Context: an optimization exercise on an open-source flow, tuned for small area, a short achievable clock period and few clock cycles. The choices shown serve that exercise and are no tape-out recipe.
Power is estimated from default activity; no workload was simulated.

// riscv_alu
module riscv_alu (
	input  logic                           clk_i,
	input  logic                           rst_n_i,
	input  logic                           enable_i,
	input  logic [6:0]                     operator_i,
	input  logic [31:0]                    operand_a_i,
	input  logic [31:0]                    operand_b_i,
	input  logic                           ex_ready_i,
	output logic [31:0]                    result_o,
	output logic                           comparison_result_o,
	output logic                           ready_o
);
	logic [6:0]  op;
	logic [31:0] a;
	logic [31:0] b;
	logic        g_cmp;
	logic        g_minmax;
	logic        g_and;
	logic        g_addsub;
	logic        g_shift;
	logic        g_or;
	logic        g_xor;
	logic        g_div;
	logic        g_count;
	logic        sub;
	logic        neg_a;
	logic [31:0] add_x;
	logic [31:0] add_y;
	logic        dv;
	logic        div_inv;
	logic        add_inv;
	logic        add_cin;
	logic [31:0] sum;
	logic        cout;
	logic [31:0] prop;
	logic [31:0] gen;
	logic        cmp;
	logic        take_a;
	logic        div_b_zero;
	logic        sel_a;
	logic        sel_b;
	logic        sel_sum;
	logic        sel_ones;
	logic [31:0] shift_in;
	logic [4:0]  shift_amt;
	logic [31:0] shift_result;
	logic [5:0]  count;
	logic [5:0]  a_len;
	logic [4:0]  a_hi;
	logic        a_top;
	logic        a_inv;
	logic [4:0]  rot_amt;
	logic        div_align;
	logic [31:0] div_dvd;
	logic        div_busy;
	logic        div_done;
	logic [31:0] div_p;
	logic [31:0] div_mag;
	logic        div_neg_b;
	logic        div_neg_res;
	logic        div_ready;
	assign op = operator_i;
	assign a  = operand_a_i;
	assign b  = operand_b_i;
	assign g_cmp    = ~op[5] & ~op[4];
	assign g_minmax = ~op[5] &  op[4] & ~op[3] & ~op[2];
	assign g_and    = ~op[5] &  op[4] & ~op[3] &  op[2];
	assign g_addsub = ~op[5] &  op[4] &  op[3];
  ...
For scale: ~2500 cells after synthesis, ~75 flip-flops, roughly 110 I/O pins, roughly 15000 µm² of cells after synthesis.
==> module riscv_alu_div, before the edit <==
module riscv_alu_div (
	input  logic        clk_i,
	input  logic        rst_n_i,
	input  logic        req_i,         
	input  logic        ex_ready_i,
	input  logic [6:0]  op_i,
	input  logic [31:0] a_i,
	input  logic [31:0] b_i,
	input  logic [5:0]  a_len_i,       
	input  logic [4:0]  a_hi_i,        
	input  logic        a_top_i,
	input  logic        a_inv_i,
	input  logic [31:0] rot_i,         
	input  logic [31:0] sum_i,         
	input  logic        cout_i,
	output logic [4:0]  rot_amt_o,
	output logic        align_o,
	output logic [31:0] dvd_o,
	output logic        busy_o,
	output logic        done_o,
	output logic [31:0] p_o,           
	output logic [31:0] mag_o,         
	output logic        neg_b_o,       
	output logic        neg_res_o,
	output logic        b_zero_o,
	output logic        ready_o
);
	logic        sgn;
	logic        neg_a;
	logic        neg_b;
	logic        b_zero;
	logic [5:0]  b_len;
	logic [31:0] y;
	logic [4:0]  b_hi;
	logic        hi_lt;
	logic        hi_next;
	logic        fast;
	logic [5:0]  span;
	logic [31:0] top_mask;
	logic        start;
	logic        last;
	logic        align_q;
	logic        busy_q;
	logic        done_q;
	logic        sel_rem_q;
	logic        neg_b_q;
	logic        neg_res_q;
	logic [4:0]  cnt_q;
	logic [31:0] rem_q;
	logic [31:0] dvd_q;
	logic [31:0] p;
	logic        q;
	logic        neg_res;
	assign sgn    = op_i[0];
	assign neg_a  = sgn & a_i[31];
	assign neg_b  = sgn & b_i[31];
	assign b_zero = ~|b_i;
	assign y      = b_i ^ {32{neg_b}};
	assign b_hi   = riscv_alu_pkg::high_index({y[30:0], 1'b1});
	assign b_len  = y[31] ? 6'd32 : {1'b0, b_hi};
	always_comb begin
		hi_next = 1'b1;
		for (int i = 0; i < 5; i++) begin
			hi_next = hi_next & ((a_hi_i[i] ^ b_hi[i]) ==
				((a_hi_i & 5'((1 << i) - 1)) == 5'((1 << i) - 1)));
		end
	end
	assign hi_lt = (a_hi_i < b_hi) & ~(a_inv_i & hi_next);
	assign fast  = b_zero | (~a_top_i & (y[31] | hi_lt));
	assign span = a_len_i - b_len + 6'd1;
	assign rot_amt_o = cnt_q;
	always_comb begin
		for (int i = 0; i < 32; i++) begin
			top_mask[i] = (cnt_q == 5'd0) || ((6'(i) + {1'b0, cnt_q}) >= 6'd32);
		end
	end
	assign start = req_i & ~fast & ~align_q & ~busy_q & ~done_q;
	assign last  = busy_q & (cnt_q == 5'd1);
	always_ff @(posedge clk_i or negedge rst_n_i) begin
		if (!rst_n_i) begin
			align_q <= 1'b0;
			busy_q  <= 1'b0;
			done_q  <= 1'b0;
		end else begin
			align_q <= start;
			if (align_q) begin
				busy_q <= 1'b1;
			end else if (last) begin
				busy_q <= 1'b0;
			end
			if (last) begin
				done_q <= 1'b1;
			end else if (ex_ready_i) begin
				done_q <= 1'b0;
			end
		end
	end
	assign p = {rem_q[30:0], dvd_q[31]};
	assign q = rem_q[31] | cout_i;
	always_ff @(posedge clk_i) begin
		if (busy_q) begin
			rem_q <= q ? sum_i : p;
			dvd_q <= {dvd_q[30:0], q};
			cnt_q <= cnt_q - 5'd1;
		end else if (align_q) begin
			rem_q <= rot_i & ~top_mask;
			dvd_q <= rot_i & top_mask;
		end else if (!done_q) begin
			dvd_q     <= sum_i;
			cnt_q     <= (span[5] ? 5'd0 : span[4:0]);
			sel_rem_q <= op_i[1];
			neg_b_q   <= neg_b;
			neg_res_q <= neg_res;
		end
	end
	assign p_o     = p;
	assign mag_o   = sel_rem_q ? rem_q : dvd_q;
	assign neg_res = sgn & a_i[31] & (op_i[1] | ~b_i[31]) | neg_b & ~op_i[1] & ~a_i[31];
	assign b_zero_o = b_zero;
	assign ready_o   = done_q | (~busy_q & ~align_q & ~(req_i & ~fast));
	assign align_o   = align_q;
	assign dvd_o     = dvd_q;
	assign busy_o    = busy_q;
	assign done_o    = done_q;
	assign neg_b_o   = neg_b_q;
	assign neg_res_o = neg_res_q;
endmodule
make LEC_CHECK=0 ABC_AREA=1 CAP_MARGIN=20 CORE_MARGIN=2 CORE_UTILIZATION=40 SETUP_SLACK_MARGIN=2 SLEW_MARGIN=20 finish   # period 12.0 ns
run.sh (not shown) runs the stock make flow with config.mk's settings and CLKGATE_MAP_FILE= SYNTH_SCRIPT=/design/flow/synth_recipe.tcl, a recipe that flattens the netlist after the stock synthesis.
Change:
--- a/flow/design.v
+++ b/flow/design.v
@@ -257,5 +257,5 @@
 	output logic [31:0] p_o,           
 	output logic [31:0] mag_o,         
-	output logic        neg_b_o,       
+	output logic        neg_b_o,
 	output logic        neg_res_o,
 	output logic        b_zero_o,
@@ -279,7 +279,4 @@
 	logic        busy_q;
 	logic        done_q;
-	logic        sel_rem_q;
-	logic        neg_b_q;
-	logic        neg_res_q;
 	logic [4:0]  cnt_q;
 	logic [31:0] rem_q;
@@ -345,11 +342,8 @@
 			dvd_q     <= sum_i;
 			cnt_q     <= (span[5] ? 5'd0 : span[4:0]);
-			sel_rem_q <= op_i[1];
-			neg_b_q   <= neg_b;
-			neg_res_q <= neg_res;
 		end
 	end
 	assign p_o     = p;
-	assign mag_o   = sel_rem_q ? rem_q : dvd_q;
+	assign mag_o   = op_i[1] ? rem_q : dvd_q;
 	assign neg_res = sgn & a_i[31] & (op_i[1] | ~b_i[31]) | neg_b & ~op_i[1] & ~a_i[31];
 	assign b_zero_o = b_zero;
@@ -359,6 +353,6 @@
 	assign busy_o    = busy_q;
 	assign done_o    = done_q;
-	assign neg_b_o   = neg_b_q;
-	assign neg_res_o = neg_res_q;
+	assign neg_b_o   = neg_b;
+	assign neg_res_o = neg_res;
 endmodule
 `default_nettype wire
What happened: Final area fell by a few percent; synthesized area went down slightly; routed wire length is lower by a few percent; total power went down by a few percent; combinational power came out lower by a few percent; die area goes down slightly; via count came out lower slightly.
Function was not checked in any run of this note: the RTL went through the layout flow alone.

==> afterwards: timing with drivers on the ports <==
No port has a modelled driver above. Below, the same layouts with a new extraction and two added sets of constraints. Step 1 assumes that a clkbuf_16 drives the clock port and a buf_2 every other input. Step 2 also shifts input and output timing later by t, the mid clock arrival at the registers, as if the neighbouring blocks saw the same clock. Slacks: no drivers / after step 1 / after step 2; pairs: no drivers / after step 1.
| run | t, ns | setup WS [ns] | hold WS [ns] | worst setup path at the end | worst register clock-pin slew, ns |
|---|---|---|---|---|---|
| the first run | 0.401 | 2.153 / 2.116 / 2.116 | 0.641 / 0.641 / 0.641 | input to output | 0.07 / 0.07 |
| the second run | 0.406 | 2.057 / 2.035 / 2.035 | 0.596 / 0.596 / 0.596 | input to output | 0.08 / 0.08 |
After both steps setup and hold are still met in every run listed. For the first run, which loses most, drivers alone change the setup slack by -0.037 ns; drivers and shift together by -0.037 ns.
